This is an optimization exercise on Yosys and OpenROAD, whose aim is small area, a short achievable clock period and few clock cycles, not a production implementation. In this exercise RTL edits were held to simulation tests only and were not proved equivalent to the original. No activity file was given, so power comes from the tool's default toggle rates.

--- design/flow/config.mk ---
export PLATFORM = sky130hd
export DESIGN_NAME = single_source_shortest_path
export DESIGN_NICKNAME = single_source_shortest_path
export VERILOG_FILES = /design/flow/design.v
export SDC_FILE = /design/flow/constraint.sdc
export NUM_CORES = 4
export LEC_CHECK = 0
export ABC_CLOCK_PERIOD_IN_PS = 5000
export CAP_MARGIN = 20
export CORE_MARGIN = 2
export CORE_UTILIZATION = 25
export CTS_BUF_LIST = sky130_fd_sc_hd__clkbuf_16
export CTS_CLUSTER_DIAMETER = 100
export CTS_CLUSTER_SIZE = 25
export MIN_ROUTING_LAYER = met2
export PLACE_DENSITY = 0.35
export SETUP_SLACK_MARGIN = 5
export SLEW_MARGIN = 20
export SYNTH_MEMORY_MAX_BITS = 16384
--- design/flow/constraint.sdc ---
create_clock -name core_clock -period 10.0 [get_ports {clk}]
set_input_delay 2.0000 -clock core_clock [delete_from_list [all_inputs] [get_ports {clk}]]
set_output_delay 2.0000 -clock core_clock [all_outputs]
set_load 0.01 [all_outputs]
--- design/flow/design.v ---
`default_nettype none
package ssp_pkg;
	localparam int DEF_MAX_NODES   = 32;
	localparam int DEF_MAX_EDGES   = 256;
	localparam int DEF_WEIGHT_BITS = 16;
	localparam int          DIST_W           = 24;
	localparam logic [23:0] DIST_MAX         = 24'hFFFFFF;
	localparam logic [5:0]  NODE_COUNT_RESET = 6'd32;
	localparam int          IDIST_W          = 21;
	localparam int          LANES            = 8;
	localparam logic [1:0] OP_LOAD  = 2'd0;
	localparam logic [1:0] OP_RUN   = 2'd1;
	localparam logic [1:0] OP_CLEAR = 2'd2;
	localparam int EDGE_W = 26;
endpackage
`default_nettype wire
`default_nettype none
import ssp_pkg::*;
module ssp_edge_store #(
	parameter int MAX_EDGES = ssp_pkg::DEF_MAX_EDGES,
	parameter int NLANES    = ssp_pkg::LANES,
	parameter int WORD_W    = ssp_pkg::EDGE_W,
	localparam int AW       = $clog2(MAX_EDGES),
	localparam int CW       = $clog2(MAX_EDGES + 1)
) (
	input  wire logic                          clk,
	input  wire logic                          arst_n,
	input  wire logic                          clear,
	input  wire logic                          ins,
	input  wire logic [WORD_W-1:0]             ins_word,
	output      logic                          can_ins,
	output      logic                          full,
	output      logic [NLANES-1:0][WORD_W-1:0] tap_word,
	output      logic [NLANES-1:0][4:0]        pre_from,
	output      logic [NLANES-1:0]             pre_valid
);
	localparam int SPAN = MAX_EDGES / NLANES;
	logic [MAX_EDGES-1:0][WORD_W-1:0] word_q;
	logic [AW-1:0]                    rot_q, head_q, rel;
	logic [CW-1:0]                    cnt_q, cnt_d;
	logic                             can_ins_q;
	always_ff @(posedge clk) begin
		word_q[0] <= ins ? ins_word : word_q[MAX_EDGES-1];
		for (int i = 1; i < MAX_EDGES; i++) begin
			word_q[i] <= word_q[i-1];
		end
	end
	always_comb begin
		if (clear) begin
			cnt_d = '0;
		end else if (ins) begin
			cnt_d = cnt_q + 1'b1;
		end else begin
			cnt_d = cnt_q;
		end
	end
	always_ff @(posedge clk or negedge arst_n) begin
		if (!arst_n) begin
			rot_q     <= '0;
			head_q    <= '0;
			cnt_q     <= '0;
			can_ins_q <= 1'b1;
		end else begin
			rot_q <= rot_q + 1'b1;
			cnt_q <= cnt_d;
			if (ins && cnt_q == '0) begin
				head_q <= rot_q + 1'b1;
			end
			can_ins_q <= (cnt_d == '0) || ins
				|| (AW'(rot_q + AW'(2)) == AW'(head_q + cnt_q[AW-1:0]));
		end
	end
	assign can_ins = can_ins_q;
	assign full    = cnt_q[CW-1];
	assign rel     = rot_q - head_q;
	for (genvar l = 0; l < NLANES; l++) begin : g_tap
		localparam int POS = l*SPAN + SPAN - 1;
		assign tap_word[l]  = word_q[POS];
		assign pre_from[l]  = word_q[POS-1][WORD_W-1 -: 5];
		assign pre_valid[l] = (CW'(AW'(rel - AW'(POS - 1))) < cnt_q);
	end
endmodule
`default_nettype wire
`default_nettype none
import ssp_pkg::*;
module single_source_shortest_path #(
	parameter int MAX_NODES   = ssp_pkg::DEF_MAX_NODES,
	parameter int MAX_EDGES   = ssp_pkg::DEF_MAX_EDGES,
	parameter int WEIGHT_BITS = ssp_pkg::DEF_WEIGHT_BITS
) (
	input  wire logic       clk,
	input  wire logic       arst_n,
	input  wire logic       start,
	output      logic       busy,
	input  wire logic [1:0]  cmd_operation,
	input  wire logic [4:0]  cmd_from_node,
	input  wire logic [4:0]  cmd_to_node,
	input  wire logic [15:0] cmd_edge_weight,
	output      logic [4:0]  result_node,
	output      logic [23:0] result_distance,
	output      logic [4:0]  result_predecessor,
	output      logic        result_reachable,
	output      logic        result_last,
	output      logic        result_strobe,
	input  wire logic       cfg_valid,
	output      logic       cfg_ready,
	input  wire logic [5:0] cfg_data
);
	localparam int NL     = ssp_pkg::LANES;
	localparam int SPAN   = MAX_EDGES / NL;
	localparam int DW     = ssp_pkg::IDIST_W;
	localparam int NODE_W = $clog2(MAX_NODES);
	localparam int CNT_W  = $clog2(MAX_NODES + 1);
	localparam int ECNT_W = $clog2(MAX_EDGES + 1);
	localparam int QCNT_W = $clog2(SPAN + 2);
	logic              accept, run_go;
	logic [NODE_W-1:0] from_q, to_q;
	logic [15:0]       w_q;
	logic              ld_q, clr_q;
	logic              rbusy_q;
	logic              ld_stall;
	logic              ins;
	logic              can_ins;
	logic              efull;
	logic [5:0]        node_count_q;
	logic [CNT_W-1:0]  n_eff, n_q;
	assign ld_stall  = ld_q && !can_ins && !efull;
	assign busy      = rbusy_q || ld_stall;
	assign cfg_ready = !busy;
	assign accept    = start && !busy;
	assign run_go    = accept && (cmd_operation == OP_RUN);
	assign ins       = ld_q && can_ins && !efull;
	always_ff @(posedge clk) begin
		if (!busy) begin
			from_q <= cmd_from_node;
			to_q   <= cmd_to_node;
			w_q    <= cmd_edge_weight;
		end
	end
	always_ff @(posedge clk or negedge arst_n) begin
		if (!arst_n) begin
			ld_q         <= 1'b0;
			clr_q        <= 1'b0;
			node_count_q <= NODE_COUNT_RESET;
		end else begin
			ld_q  <= accept ? (cmd_operation == OP_LOAD) : ld_stall;
			clr_q <= accept && (cmd_operation == OP_CLEAR);
			if (cfg_valid && cfg_ready) begin
				node_count_q <= cfg_data;
			end
		end
	end
	always_comb begin
		if (node_count_q == '0) begin
			n_eff = CNT_W'(1);
		end else if (int'(node_count_q) > MAX_NODES) begin
			n_eff = CNT_W'(MAX_NODES);
		end else begin
			n_eff = CNT_W'(node_count_q);
		end
	end
	always_ff @(posedge clk) begin
		if (run_go) begin
			n_q <= n_eff;
		end
	end
	logic [NL-1:0][EDGE_W-1:0] tap_word;
	logic [NL-1:0][4:0]        pre_from;
	logic [NL-1:0]             pre_valid;
	ssp_edge_store #(
		.MAX_EDGES(MAX_EDGES),
		.NLANES   (NL),
		.WORD_W   (EDGE_W)
	) u_edges (
		.clk      (clk),
		.arst_n   (arst_n),
		.clear    (clr_q),
		.ins      (ins),
		.ins_word ({from_q, to_q, w_q}),
		.can_ins  (can_ins),
		.full     (efull),
		.tap_word (tap_word),
		.pre_from (pre_from),
		.pre_valid(pre_valid)
	);
	logic [MAX_NODES-1:0][DW-1:0]     dist_q;
	logic [MAX_NODES-1:0][NODE_W-1:0] pred_q;
	logic [MAX_NODES-1:0]             reached_q;
	logic              run_q, emit_q;
	logic [QCNT_W-1:0] qcnt_q;
	logic              any_win;
	logic              done;
	logic [NODE_W-1:0] oidx_q;
	logic [NL-1:0]                vld_q;
	logic [NL-1:0][DW-1:0]        cand_q, cand2_q, b_q;
	logic [NL-1:0][NODE_W-1:0]    lf_q, lt_q, lf2_q, lt2_q;
	logic [NL-1:0]                lok_q, lok2_q, rt_q;
	logic [NL-1:0]                win;
	logic [MAX_NODES-1:0]         wrote_q;
	for (genvar l = 0; l < NL; l++) begin : g_lane
		logic [NODE_W-1:0]    ef, et;
		logic [15:0]          ew;
		logic [DW-1:0]        a, b;
		logic                 rf, rt, ok;
		assign ef = tap_word[l][EDGE_W-1 -: 5];
		assign et = tap_word[l][16 +: 5];
		assign ew = tap_word[l][15:0];
		assign a  = dist_q[ef];
		assign rf = reached_q[ef];
		assign b  = dist_q[lt_q[l]];
		assign rt = reached_q[lt_q[l]];
		assign ok = run_q && vld_q[l] && rf;
		always_ff @(posedge clk) begin
			vld_q[l] <= pre_valid[l];
		end
		always_ff @(posedge clk or negedge arst_n) begin
			if (!arst_n) begin
				lok_q[l] <= 1'b0;
			end else begin
				lok_q[l] <= ok && (CNT_W'(et) < n_q);
			end
		end
		always_ff @(posedge clk) begin
			cand_q[l] <= a + DW'(ew);
			lf_q[l]   <= tap_word[l][EDGE_W-1 -: 5];
			lt_q[l]   <= et;
		end
		always_ff @(posedge clk or negedge arst_n) begin
			if (!arst_n) begin
				lok2_q[l] <= 1'b0;
			end else if (l == 0 && run_go) begin
				lok2_q[l] <= (CNT_W'(cmd_from_node) < n_eff);
			end else begin
				lok2_q[l] <= lok_q[l];
			end
		end
		always_ff @(posedge clk) begin
			if (l == 0 && run_go) begin
				cand2_q[l] <= '0;
				lf2_q[l]   <= cmd_from_node;
				lt2_q[l]   <= cmd_from_node;
				rt_q[l]    <= 1'b0;
			end else begin
				cand2_q[l] <= cand_q[l];
				lf2_q[l]   <= lf_q[l];
				lt2_q[l]   <= lt_q[l];
				rt_q[l]    <= rt;
			end
			b_q[l] <= b;
		end
		assign win[l] = lok2_q[l] && (!rt_q[l] || (cand2_q[l] < b_q[l]));
	end
	assign any_win = |win;
	for (genvar j = 0; j < MAX_NODES; j++) begin : g_node
		logic [NL-1:0] hit, grant;
		logic [DW-1:0]     wd;
		logic [NODE_W-1:0] wp;
		always_comb begin
			for (int l = 0; l < NL; l++) begin
				hit[l] = win[l] && (int'(lt2_q[l]) == j) && !wrote_q[j];
			end
			grant = hit & ~(hit - 1'b1);
			wd = '0;
			wp = '0;
			for (int l = 0; l < NL; l++) begin
				wd = wd | (cand2_q[l] & {DW{grant[l]}});
				wp = wp | (lf2_q[l] & {NODE_W{grant[l]}});
			end
		end
		always_ff @(posedge clk) begin
			if (|hit) begin
				dist_q[j] <= wd;
				pred_q[j] <= wp;
			end
			if (run_go) begin
				reached_q[j] <= 1'b0;
				wrote_q[j]   <= 1'b0;
			end else begin
				if (|hit) begin
					reached_q[j] <= 1'b1;
				end
				wrote_q[j] <= |hit;
			end
		end
	end
	assign done = run_q && (qcnt_q == QCNT_W'(SPAN + 1)) && !any_win;
	always_ff @(posedge clk or negedge arst_n) begin
		if (!arst_n) begin
			rbusy_q <= 1'b0;
			run_q   <= 1'b0;
			emit_q  <= 1'b0;
		end else begin
			if (run_go) begin
				rbusy_q <= 1'b1;
			end else if (result_strobe && result_last) begin
				rbusy_q <= 1'b0;
			end
			if (run_go) begin
				run_q <= 1'b1;
			end else if (done) begin
				run_q <= 1'b0;
			end
			if (done) begin
				emit_q <= (n_q != CNT_W'(1));
			end else if (emit_q && CNT_W'(oidx_q) == n_q - 1'b1) begin
				emit_q <= 1'b0;
			end
		end
	end
	always_ff @(posedge clk) begin
		if (run_go || any_win) begin
			qcnt_q <= '0;
		end else if (run_q) begin
			qcnt_q <= qcnt_q + 1'b1;
		end
		if (run_go) begin
			oidx_q <= '0;
		end else if (done || emit_q) begin
			oidx_q <= oidx_q + 1'b1;
		end
	end
	always_ff @(posedge clk or negedge arst_n) begin
		if (!arst_n) begin
			result_strobe <= 1'b0;
		end else begin
			result_strobe <= done || emit_q;
		end
	end
	logic [DW-1:0]     odist;
	logic [NODE_W-1:0] opred;
	logic              oreach;
	assign odist  = dist_q[oidx_q];
	assign opred  = pred_q[oidx_q];
	assign oreach = reached_q[oidx_q];
	always_ff @(posedge clk) begin
		result_node        <= oidx_q;
		result_last        <= (CNT_W'(oidx_q) == n_q - 1'b1);
		result_reachable   <= oreach;
		result_distance    <= oreach ? 24'(odist) : DIST_MAX;
		result_predecessor <= oreach ? opred : '0;
	end
endmodule
`default_nettype wire
--- design/flow/run.sh ---
#!/bin/bash
# synth_recipe.tcl (not shown) runs the flow's synth.tcl, then flattens the netlist and writes it again
# the make line also repeats each setting of config.mk as NAME=value (left out here)
make -C /OpenROAD-flow-scripts/flow DESIGN_CONFIG=/design/flow/config.mk WORK_HOME=/design/flow/orfs CLKGATE_MAP_FILE= SYNTH_SCRIPT=/design/flow/synth_recipe.tcl finish
==> results of run 1 <==
Yosys cell counts, types with 81 or more instances:
cell type	number	area share, %
dfxtp_1	7315	44
mux4_2	3790	26
clkbuf_1	2690	3.0
nand2_1	1268	1.4
nand3_1	1189	1.8
nor2_1	1045	1.2
edfxtp_1	864	7.8
a221oi_1	722	1.9
a22oi_1	564	1.3
a31oi_1	412	0.78
a221o_1	399	1.2
inv_1	369	0.42
ha_1	366	1.4
buf_1	334	0.38
mux2_2	307	1.0
a21oi_1	302	0.45
nor3_1	258	0.39
o21ai_0	227	0.34
xnor2_1	145	0.38
a222oi_1	116	0.35
nand4_1	102	0.19
o2bb2ai_1	85	0.22
a311oi_1	84	0.22
mux2i_1	81	0.24
power by group through the flow:
stage          Sequential (mW)  Clock (mW)  Combinational [mW]
2_1_floorplan             37.0           0                12.7
3_3_place_gp              39.0           0                28.8
3_5_place_dp              38.8           0                29.0
4_1_cts                   37.8        24.8                33.0
layer usage:
metal	GRT overflow	global-route usage, %
met1	-	-
met2	4	61.6
met3	368	70.0
met5	58	52.4
met4	7	44.2
worst max path at each step:
stage	from	end	slack (ns)	cells after the start
CTS	b_q[29]$_DFF_P_	dist_q[357]$_DFFE_PP_	4.69	15
detailed placement	u_edges.word_q[827]$_DFF_P_	cand_q[20]$_DFF_P_	2.38	14
global placement	b_q[29]$_DFF_P_	pred_q[98]$_DFFE_PP_	1.11	11
floorplan	u_edges.word_q[5819]$_DFF_P_	cand_q[144]$_DFF_P_	5.00	19
cells by family after synthesis:
| group | count (synthesis) | synth area share, % |
|---|---|---|
| flip-flops | 8233 | 52.3 |
| AND/OR/NAND/NOR | 4480 | 6.37 |
| multiplexers | 4178 | 27.0 |
| AO/OA/AOI/OAI | 3607 | 8.45 |
| buffers and inverters | 3476 | 3.98 |
| adder cells (fa/ha/maj) | 376 | 1.44 |
| XOR/XNOR | 205 | 0.540 |
repair_timing:
item / 4_1_cts
cloned: 86
buffers inserted: 719
hold buffers: 0
gates resized for setup: 1524
pin swaps: 264
setup endpoints to repair: 1864
==> impl_metrics.csv, run 1 <==
group,metric,value,unit
clock_network,numCtsBuffers,537,
place,dpl-instance-area,362000,µm²
place,dp_hpwl,1560,mm
floorplanning,io_pins,77,
global_routing,grt_max_degree,81,
place,dp_cells,41000,
synthesis,syn_area,332000,µm²
synthesis,yosysWarnings,2,
floorplanning,dieWidth,1.16,mm
clock_network,cts_max_path_buffers,5,
synthesis,synth_area_per_cell,13.5,µm²
clock_network,clock-sinks,8233,
global_routing,grt_pass1_vias,389000,
floorplanning,rows,423,
synthesis,synth_cells,24600,
place,gp_congestion,1.25,
clock_network,ctsRootBufferMaster,"clkbuf_16",
synthesis,ys_seq_area_share,52.3,%
status,outcome,"did not finish",
global_routing,grt-ovfl-total,437,
place,pre_cts_slack,2.38,ns
place,place.port_buffers,76,
synthesis,synth-edff-count,864,
synthesis,syn_nets,25000,
floorplanning,start_util,25.1,%
status,error,"[ERROR GRT-0116] Global routing finished with congestion. Check the congestion regions in the DRC Viewer.",
status,stop_stage,"5_1_grt",
synthesis,dominantRegCellSynth,"dfxtp_1",
synthesis,ys_ff_latch,8233,
synthesis,yosys.cell_types.count,106,
clock_network,h-tree-depth,6,
synthesis,synthArstFlopShare,0.656,%
global_routing,grt_pass1_wl,3510,mm
global_routing,track_usage,60.5,%
floorplanning,die_y,1.16,mm
Testbench counts, summed over its fixed seeds: cycles 17,404.
==> run 2: changes to the inputs <==
--- a/design/flow/config.mk
+++ b/design/flow/config.mk
@@ -8,12 +8,12 @@
 export ABC_CLOCK_PERIOD_IN_PS = 5000
 export CAP_MARGIN = 20
 export CORE_MARGIN = 2
-export CORE_UTILIZATION = 25
+export CORE_UTILIZATION = 18
 export CTS_BUF_LIST = sky130_fd_sc_hd__clkbuf_16
 export CTS_CLUSTER_DIAMETER = 100
 export CTS_CLUSTER_SIZE = 25
 export MIN_ROUTING_LAYER = met2
-export PLACE_DENSITY = 0.35
+export PLACE_DENSITY = 0.3
 export SETUP_SLACK_MARGIN = 5
 export SLEW_MARGIN = 20
 export SYNTH_MEMORY_MAX_BITS = 16384
==> run 2 against run 1 <==
- the flow again stops in 5_1_grt
- synthesized area is the same
- synthesized cell count is the same
==> impl_metrics.csv, run 2 <==
group,metric,value,unit
place,pre_cts_slack,2.14,ns
floorplanning,rows,499,
synthesis,ys_seq_area_share,52.3,%
synthesis,synth_cells,24600,
synthesis,syn_nets,25000,
synthesis,synth_top_area_cell,"dfxtp_1",
floorplanning,die_y,1.36,mm
synthesis,synth_area_per_cell,13.5,µm²
synthesis,ys_ff_latch,8233,
status,stop_stage,"5_1_grt",
global_routing,track_usage,45.0,%
synthesis,synth-edff-count,864,
synthesis,synthArstFlopShare,0.656,%
place,dpl-instance-area,372000,µm²
floorplanning,start_util,18.0,%
floorplanning,io_pins,77,
synthesis,dominantRegCellSynth,"dfxtp_1",
clock_network,numCtsBuffers,560,
floorplanning,dieWidth,1.36,mm
synthesis,synth_area_leaders,"dfxtp_1, mux4_2, edfxtp_1",
synthesis,synthTopCellsByCount,"dfxtp_1, mux4_2, clkbuf_1",
place,place.port_buffers,76,
place,gp_congestion,1.17,
status,error,"[ERROR GRT-0232] Routing congestion too high. Check the congestion heatmap in the GUI.",
synthesis,yosysWarnings,2,
place,dp_hpwl,1730,mm
status,outcome,"did not finish",
synthesis,synth_top_area_share,44.1,%
clock_network,ctsRootBufferMaster,"clkbuf_16",
synthesis,yosys.cell_types.count,106,
clock_network,h-tree-depth,6,
clock_network,clock-sinks,8233,
global_routing,grt_max_degree,89,
clock_network,cts_max_path_buffers,5,
global_routing,grt-ovfl-total,3,
clock_network,hold_buffers,0,
synthesis,syn_area,332000,µm²
synthesis,synth_most_common_cell,"dfxtp_1",
==> run 2: stage by stage <==
step	instances	hold slack [ns]	utilization, %
2_1_floorplan	24600	0.310	-
3_3_place_gp	48000	0.310	20.1
3_5_place_dp	48100	0.312	20.2
4_1_cts	49500	0.244	21.9
==> run 2: logic make-up after synthesis <==
kind of cell | synth area share, %
and+or+nand+nor | 6.37
AOI/OAI and AO/OA | 8.45
DFF | 52.3
muxes | 27.0
buffers and inverters | 3.98
adders and majority gates | 1.44
xor gates and xnor gates | 0.540
==> run 2: worst max-delay path by stage <==
stage | start | endpoint | slack (ns) | depth (start not counted)
global placement | cand2_q[125]$_DFF_P_ | pred_q[29]$_DFFE_PP_ | 0.98 | 13
floorplan | u_edges.word_q[5819]$_DFF_P_ | cand_q[144]$_DFF_P_ | 5.00 | 19
detailed placement | cand2_q[125]$_DFF_P_ | dist_q[38]$_DFFE_PP_ | 2.14 | 14
CTS | cand2_q[151]$_DFF_P_ | dist_q[192]$_DFFE_PP_ | 4.72 | 17
==> run 2: layer usage <==
| layer | GRT overflow | track usage [%] |
|---|---|---|
| met1 | - | - |
| met2 | 1 | 44.4 |
| met3 | 2 | 53.5 |
| met4 | 0 | 32.7 |
| met5 | 0 | 42.3 |
==> run 2: power by group through the flow <==
stage	Clock, mW	Combinational [mW]	Sequential (mW)
after CTS	26.2	35.1	37.7
after floorplan	0	12.7	37.0
after detailed placement	0	32.1	38.5
after global placement	0	32.1	38.5
==> run 2: what timing repair did <==
| action | 4_1_cts |
|---|---|
| pin swaps | 188 |
| cloned | 59 |
| endpoints found under the hold margin | 0 |
| resized for setup | 1404 |
| setup buffers | 452 |
| setup endpoints to repair | 1868 |
==> run 3: changes to the inputs <==
--- a/design/flow/design.v
+++ b/design/flow/design.v
@@ -7,7 +7,7 @@
 	localparam logic [23:0] DIST_MAX         = 24'hFFFFFF;
 	localparam logic [5:0]  NODE_COUNT_RESET = 6'd32;
 	localparam int          IDIST_W          = 21;
-	localparam int          LANES            = 8;
+	localparam int          LANES            = 4;
 	localparam logic [1:0] OP_LOAD  = 2'd0;
 	localparam logic [1:0] OP_RUN   = 2'd1;
 	localparam logic [1:0] OP_CLEAR = 2'd2;
--- a/design/flow/config.mk
+++ b/design/flow/config.mk
@@ -7,13 +7,14 @@
 export LEC_CHECK = 0
 export ABC_CLOCK_PERIOD_IN_PS = 5000
 export CAP_MARGIN = 20
+export CELL_PAD_IN_SITES_DETAIL_PLACEMENT = 1
+export CELL_PAD_IN_SITES_GLOBAL_PLACEMENT = 2
 export CORE_MARGIN = 2
-export CORE_UTILIZATION = 18
+export CORE_UTILIZATION = 25
 export CTS_BUF_LIST = sky130_fd_sc_hd__clkbuf_16
 export CTS_CLUSTER_DIAMETER = 100
 export CTS_CLUSTER_SIZE = 25
-export MIN_ROUTING_LAYER = met2
-export PLACE_DENSITY = 0.3
+export PLACE_DENSITY = 0.35
 export SETUP_SLACK_MARGIN = 5
 export SLEW_MARGIN = 20
 export SYNTH_MEMORY_MAX_BITS = 16384
==> run 3 against run 2 <==
- synthesized area down 25%
- synthesized cell count is 38% lower
- the run now finishes clean
==> impl_metrics.csv, run 3 <==
group,metric,value,unit
status,outcome,"no timing/DRC/antenna violations",
final_layout,fin_util,28.6,%
global_routing,antenna_found_initial,209,
job,maxCapViolations,0,
sta,tns,0,ns
floorplanning,die_y,1.00,mm
synthesis,synth-edff-count,864,
clock_network,h-tree-depth,5,
worst_setup_path,critPathMaxFanout,33,
floorplanning,core_area,998000,µm²
synthesis,synth_area_per_cell,16.5,µm²
worst_setup_path,slowest_stage,"dfxtp_2",
sta,worstMarginPinSlew,1.32,ns
final_layout,reg_top3,"u_edges.word_q: 6656 flops, dist_q: 672 flops, pred_q: 160 flops",
global_routing,track_usage,22.9,%
global_routing,grt-ovfl-total,0,
floorplanning,start_util,25.1,%
sta,fin_skew,0.156,ns
final_layout,largest_register_ff_count,6656,
synthesis,yosysWarnings,2,
synthesis,ys_ff_latch,7966,
worst_setup_path,endpoint_kind,"flop",
clock_network,cts_tree,"done",
synthesis,synthTopCellsByCount,"dfxtp_1, mux4_2, edfxtp_1",
synthesis,yosys.cell_types.count,97,
final_layout,top_register,"u_edges.word_q",
synthesis,synthArstFlopShare,0.577,%
synthesis,ys_seq_area_share,67.3,%
global_routing,grt_pass1_wl,1540,mm
worst_setup_path,critPathKind,"reg2reg",
detailed_routing,drc,0,
synthesis,dominantRegCellSynth,"dfxtp_1",
clock_network,cts.clk_slew.worst_paths,0.10,ns
worst_setup_path,critPathLaunchType,"flop",
clock_network,ctsRootBufferMaster,"clkbuf_16",
detailed_routing,routed_wl,1190,mm
final_layout,finalNetCount,15500,
clock_network,hold_buffers,0,
synthesis,synth_area_leaders,"dfxtp_1, mux4_2, edfxtp_1",
synthesis,synth_cells,15200,
sta,grt_setup_unrepaired,"true",
synthesis,syn_nets,15400,
floorplanning,rows,367,
synthesis,synth_most_common_cell,"dfxtp_1",
detailed_routing,dr.pass1.iters,5,
detailed_routing,post_drt_wl_per_cell,41.3,µm
sta,fin_crit_sh,52.4,%
sta,min_period,5.24,ns
synthesis,synth_top_area_share,56.5,%
power,powerDensity,191,nW/µm²
sta,max_freq,191,MHz
hold_path,hold_class,"reg2reg",
sta,slew_violations,0,
worst_setup_path,path_buf_inv,1,
clock_network,worstSkewPairLatency,1.16,ns
power,ir_worst_vdd,0.160,mV
place,dp_hpwl,761,mm
final_layout,final_common_cell,"dfxtp_1",
power,p_leak,101,nW
sta,final_hold_viol_count,0,
clock_network,numCtsBuffers,449,
detailed_routing,drtAntennaViolNets,0,
floorplanning,die-area,1010000,µm²
synthesis,syn_area,250000,µm²
synthesis,synth_top_area_cell,"dfxtp_1",
global_routing,grt_pass1_vias,150000,
worst_setup_path,crit_family,"compound AO/OA/AOI/OAI gates",
sta,final-setup-viol-count,0,
worst_setup_path,crit_arrival,6.13,ns
detailed_routing,first_iter_violations,19300,
clock_network,cts_max_path_buffers,5,
detailed_routing,vias_per_cell,5.19,
worst_setup_path,cpPeakStageDelay,0.94,ns
worst_setup_path,worstPathRequired,10.89,ns
worst_setup_path,path_cells,"ha_1, a21oi_1, o21ai_0, a21oi_2, nand4_1, or3_1, nor3b_4, buf_6, a221o_1",
detailed_routing,vias,150000,
floorplanning,io_pins,77,
floorplanning,dieWidth,1.00,mm
place,gp_congestion,0.870,
final_layout,final_cell_mix,"dfxtp_1, mux4_2, edfxtp_1",
final_layout,drive_above_1_share,24.7,%
place,place.port_buffers,76,
final_layout,area_growth,14.2,%
global_routing,grt_max_degree,93,
clock_network,clock-sinks,7966,
sta,slew_headroom,12.3,%
-- run 3: timing repair --
action                                  in CTS  in global routing
gates cloned                                10                  4
endpoints found under the setup margin    1745                440
pin swaps                                   22                  5
gates resized for setup                    282                 53
buffers inserted                           101                 15
-- run 3: final timing paths --
path	start	end	slack, ns	cells after the start
setup / recovery	cand2_q[75]$_DFF_P_	dist_q[213]$_DFFE_PP_	4.76	9
hold / removal	u_edges.word_q[1551]$_DFF_P_	u_edges.word_q[1577]$_DFF_P_	0.26	0
setup reg to reg	cand2_q[75]$_DFF_P_	dist_q[213]$_DFFE_PP_	4.76	9
hold reg to reg	u_edges.word_q[1551]$_DFF_P_	u_edges.word_q[1577]$_DFF_P_	0.26	0
max in group asynchronous	arst_n	u_edges.cnt_q[8]$_DFF_PN0_	8.44	2
min in group asynchronous	arst_n	clr_q$_DFF_PN0_	1.04	2
-- run 3: logic make-up (layout without fill, tap and decap cells) --
family | count (synthesis) | in the layout | share of synthesized area, %
flops | 7966 | 7966 | 67.3
mux | 2216 | 2216 | 18.9
compound gates | 2186 | 2186 | 7.84
buf+inv | 1424 | 1631 | 2.28
simple gates | 1058 | 1059 | 2.21
fa+ha+maj | 205 | 205 | 1.04
xor+xnor | 123 | 123 | 0.431
other cells | 0 | 153 | 0
-- run 3: metrics by stage --
step,cells,power (mW),hold WS [ns],setup slack [ns],area [µm²]
2_1_floorplan,15200,34.2,0.310,5.00,250000
3_3_place_gp,27900,35.2,0.309,2.82,268000
3_5_place_dp,27900,35.3,0.313,3.03,268000
4_1_cts,28600,55.6,0.226,4.96,285000
5_1_grt,28800,56.8,0.240,4.99,285000
6_report,28800,54.6,0.261,4.76,286000
-- run 3: power by group --
group | total [mW] | switching, mW | leakage [nW] | internal [mW]
Clock | 19.9 | 11.3 | 6.65 | 8.57
Sequential | 32.8 | 0.386 | 66.6 | 32.4
Combinational | 1.90 | 1.25 | 27.7 | 0.642
-- run 3: routing by layer --
layer / routed length, µm / GRT usage, %
met3: 118000 / 7.43
met4: 59100 / 9.87
met1: 524000 / 31.8
met5: 910 / 0.345
met2: 488000 / 32.4
-- run 3: area by class of cell --
cell class / count / area, µm²
sequential: 7966 / 169000
tap: 13300 / 16600
inverter: 268 / 1090
antenna: 153 / 383
multi-input combinational: 5789 / 77600
clock inverter: 169 / 2210
clock buffer: 452 / 11300
fill: 103000 / 712000
timing repair buffer: 742 / 7750
Testbench counts of run 3, summed over its fixed seeds: cycles 27,418.
==> run 4: changes to the inputs <==
--- a/design/flow/config.mk
+++ b/design/flow/config.mk
@@ -7,10 +7,10 @@
 export LEC_CHECK = 0
 export ABC_CLOCK_PERIOD_IN_PS = 5000
 export CAP_MARGIN = 20
-export CELL_PAD_IN_SITES_DETAIL_PLACEMENT = 1
-export CELL_PAD_IN_SITES_GLOBAL_PLACEMENT = 2
+export CELL_PAD_IN_SITES_DETAIL_PLACEMENT = 2
+export CELL_PAD_IN_SITES_GLOBAL_PLACEMENT = 4
 export CORE_MARGIN = 2
-export CORE_UTILIZATION = 25
+export CORE_UTILIZATION = 20
 export CTS_BUF_LIST = sky130_fd_sc_hd__clkbuf_16
 export CTS_CLUSTER_DIAMETER = 100
 export CTS_CLUSTER_SIZE = 25
==> run 4 against run 3 <==
- sequential cell count unchanged
- via count increased by 0.92%
- critical path depth increased by 1
- first-iteration DRC count shrank 5.8%
- synthesized area did not move
- worst hold slack improved by 0.019 ns
- routed wire length is 10% higher
- largest power group unchanged
- cell count is 12% higher
- setup slack improved by 0.14 ns
- sequential share of layout area decreased by 1.2 points
- still clean
- core utilization down 5.2 points
==> impl_metrics.csv, run 4 <==
group,metric,value,unit
place,gp_congestion,0.826,
clock_network,h-tree-depth,5,
synthesis,synthArstFlopShare,0.577,%
floorplanning,dieWidth,1.12,mm
sta,slew_headroom,13.1,%
power,powerDensity,191,nW/µm²
global_routing,grt_pass1_wl,1690,mm
final_layout,largest_register_ff_count,6656,
power,seqPwrFrac,58.9,%
detailed_routing,routed_wl,1310,mm
sta,whs,0.280,ns
floorplanning,io_pins,77,
detailed_routing,top_layer_used,"met5",
power,ir_worst_vdd,0.187,mV
place,dp_hpwl,855,mm
power,p_sw_share,24.4,%
detailed_routing,drtAntennaViolNets,0,
power,p_sw,13.6,mW
worst_setup_path,worstPathRequired,10.86,ns
detailed_routing,post_drt_wl_per_cell,40.7,µm
worst_setup_path,worst-r2r-setup-slack,4.90,ns
synthesis,synth-edff-count,864,
synthesis,synthTopCellsByCount,"dfxtp_1, mux4_2, edfxtp_1",
sta,max_freq,196,MHz
worst_setup_path,timing.rr.start,"cand2_q[30]$_DFF_P_",
final_layout,drive_above_1_share,25.5,%
clock_network,clock-sinks,7966,
final_layout,finalNetCount,15600,
synthesis,yosys.cell_types.count,97,
job,maxCapViolations,0,
synthesis,yosysWarnings,2,
worst_setup_path,path_cells,"ha_1, o2111ai_4, a31o_4, nand3_1, buf_4, buf_4, nor2_4, buf_4, a22oi_1, o211ai_1",
sta,fin_skew,0.0839,ns
place,dpl-instance-area,273000,µm²
floorplanning,start_util,20.1,%
detailed_routing,met3_length,97.3,mm
detailed_routing,first_iter_violations,18200,
power,internal-power,42.1,mW
worst_setup_path,slowest_stage,"dfxtp_2",
clock_network,cts_tree,"done",
synthesis,syn_nets,15400,
hold_path,hold_class,"reg2reg",
final_layout,design_area,292000,µm²
detailed_routing,met1Wirelength,600,mm
floorplanning,die-area,1260000,µm²
detailed_routing,drc,0,
hold_path,holdPathStages,0,
synthesis,synth_area_leaders,"dfxtp_1, mux4_2, edfxtp_1",
floorplanning,rows,410,
synthesis,synth_top_area_cell,"dfxtp_1",
sta,tns,0,ns
detailed_routing,dr.pass1.iters,5,
synthesis,synth_top_area_share,56.5,%
clock_network,ctsRootBufferMaster,"clkbuf_16",
global_routing,grt-ovfl-total,0,
worst_setup_path,crit_family,"buffers and inverters",
sta,min_period,5.10,ns
sta,slew_violations,0,
global_routing,track_usage,20.3,%
final_layout,area_growth,16.6,%
synthesis,ys_ff_latch,7966,
clock_network,cts.clk_slew.worst_paths,0.10,ns
detailed_routing,vias_per_cell,4.68,
worst_setup_path,endpoint_kind,"flop",
final_layout,final_common_cell,"dfxtp_1",
worst_setup_path,critPathLaunchType,"flop",
worst_setup_path,ff2ff_path_depth,10,
clock_network,worstSkewPairLatency,1.20,ns
hold_path,holdPathEnd,"u_edges.word_q[5814]$_DFF_P_",
detailed_routing,vias,151000,
clock_network,hold_buffers,0,
sta,fin_crit_sh,51.0,%
final_layout,top_register,"u_edges.word_q",
worst_setup_path,path_buf_inv,3,
power,p_clk_share,37.7,%
synthesis,synth_area_per_cell,16.5,µm²
worst_setup_path,rr_endpoint,"pred_q[122]$_DFFE_PP_",
global_routing,grt_pass1_vias,155000,
power,p_leak,102,nW
synthesis,syn_area,250000,µm²
detailed_routing,met2_length,557,mm
hold_path,hp-start,"u_edges.word_q[5788]$_DFF_P_",
place,place.port_buffers,76,
sta,final_hold_viol_count,0,
synthesis,dominantRegCellSynth,"dfxtp_1",
final_layout,final_cell_mix,"dfxtp_1, mux4_2, edfxtp_1",
floorplanning,core_area,1250000,µm²
worst_setup_path,critPathKind,"reg2reg",
clock_network,cts_max_path_buffers,5,
sta,grt_setup_unrepaired,"true",
final_layout,fin_util,23.4,%
worst_setup_path,crit_arrival,5.96,ns
synthesis,ys_seq_area_share,67.3,%
status,outcome,"no timing/DRC/antenna violations",
sta,final-setup-viol-count,0,
synthesis,synth_most_common_cell,"dfxtp_1",
final_layout,reg_top3,"u_edges.word_q: 6656 flops, dist_q: 672 flops, pred_q: 160 flops",
worst_setup_path,startpoint,"cand2_q[30]$_DFF_P_",
clock_network,numCtsBuffers,467,
floorplanning,die_y,1.12,mm
power,power.total,55.7,mW
worst_setup_path,cpPeakStageDelay,1.10,ns
worst_setup_path,critPathMaxFanout,33,
sta,worstMarginPinSlew,1.30,ns
global_routing,antenna_found_initial,248,
worst_setup_path,crit_top_cell,"buf_4",
global_routing,grt_max_degree,77,
synthesis,synth_cells,15200,
power,combPwrFrac,3.4,%
final_layout,fillers,132000,
==> run 4: per-stage QoR <==
stage | instances | worst slack (ns)
CTS | 32000 | 4.96
floorplan | 15200 | 5.00
detailed placement | 31200 | 2.95
global route | 32100 | 4.96
global placement | 31200 | 2.21
finish | 32200 | 4.90
==> run 4: metal layers <==
metal  GRT usage (%)  up-vias
li1                -    57900
met1            28.6    83600
met2            29.9     7700
met3            4.68     1728
met4            7.93       25
met5          0.0226        -
==> run 4: cell type report <==
class	instances	area, µm²	area share (%)
repair buffers	820	8420	2.89
clock buffers	474	11900	4.07
inverters	268	1140	0.391
multi-input cells	5788	77800	26.7
clock inverters	205	2670	0.915
flip-flops and latches	7966	169000	57.8
well taps	16500	20600	7.07
diodes	213	533	0.183
==> run 4: worst register-to-register path: cells and delay by family, from the launching register on <==
kind / cells / cell delay, ns
buf+inv: 3 / 1.62
compound gates: 4 / 1.26
flops: 1 / 1.10
fa+ha+maj: 1 / 0.58
simple gates: 2 / 0.26
==> run 4: worst max path at each step <==
| stage | endpoint | slack (ns) | cells past startpoint |
|---|---|---|---|
| after floorplan | cand_q[41]$_DFF_P_ | 5.00 | 20 |
| after global placement | cand_q[62]$_DFF_P_ | 2.21 | 16 |
| after detailed placement | cand_q[62]$_DFF_P_ | 2.95 | 16 |
| after CTS | cand_q[62]$_DFF_P_ | 4.96 | 17 |
| after global routing | dist_q[413]$_DFFE_PP_ | 4.96 | 13 |
| final | pred_q[122]$_DFFE_PP_ | 4.90 | 10 |
==> run 4: cell families (layout without fill, tap and decap cells) <==
logic type / after synthesis / count (layout) / share of synthesized area [%]
adder cells (fa/ha/maj): 205 / 205 / 1.04
XOR/XNOR: 123 / 123 / 0.431
AO/OA/AOI/OAI: 2186 / 2186 / 7.84
multiplexers: 2216 / 2216 / 18.9
flip-flops: 7966 / 7966 / 67.3
other: 0 / 213 / 0
AND/OR/NAND/NOR: 1058 / 1058 / 2.21
buffers and inverters: 1424 / 1767 / 2.28
==> run 4: what timing repair did <==
item,4_1_cts,5_1_grt
buffers inserted,117,24
gates cloned,12,3
endpoints found under the setup margin,1717,578
pin swaps,35,14
resized for setup,344,81
==> run 4: power by group through the flow <==
| stage | Combinational, mW | Sequential (mW) | Clock, mW |
|---|---|---|---|
| 2_1_floorplan | 0.925 | 33.2 | 0 |
| 3_3_place_gp | 1.83 | 33.5 | 0 |
| 3_5_place_dp | 1.83 | 33.5 | 0 |
| 4_1_cts | 1.89 | 32.8 | 22.4 |
| 5_1_grt | 1.96 | 32.8 | 23.5 |
| 6_report | 1.92 | 32.8 | 21.0 |

static timing again, ports no longer ideal:
The flow's constraints put no driver on any port. The routed layouts listed below were extracted and timed again, unchanged, in two steps. Step 1, drivers: a clkbuf_16 drives clk and a buf_2 each remaining input, both assumed. Step 2 adds t to the input delays and takes it off the output delays; t is the mean of the earliest and latest rising clock arrival at the registers after step 1. Input paths then give back, and output paths get back, about the clock's delay inside the block. Slacks: ideal ports / drivers / drivers and shift; pairs: ideal ports / drivers.
run	t (ns)	setup slack, ns	worst register clock-pin slew, ns	worst slew at a driven data input, ns
run 3	1.245	4.759 / 4.759 / 4.685	0.11 / 0.11	0.09
run 4	1.323	4.900 / 4.900 / 4.450	0.11 / 0.11	0.14
After both steps setup and hold are still met in every run listed. The setup slack of run 4, which loses most, moves by 0.000 ns with the drivers and by -0.450 ns with both steps.
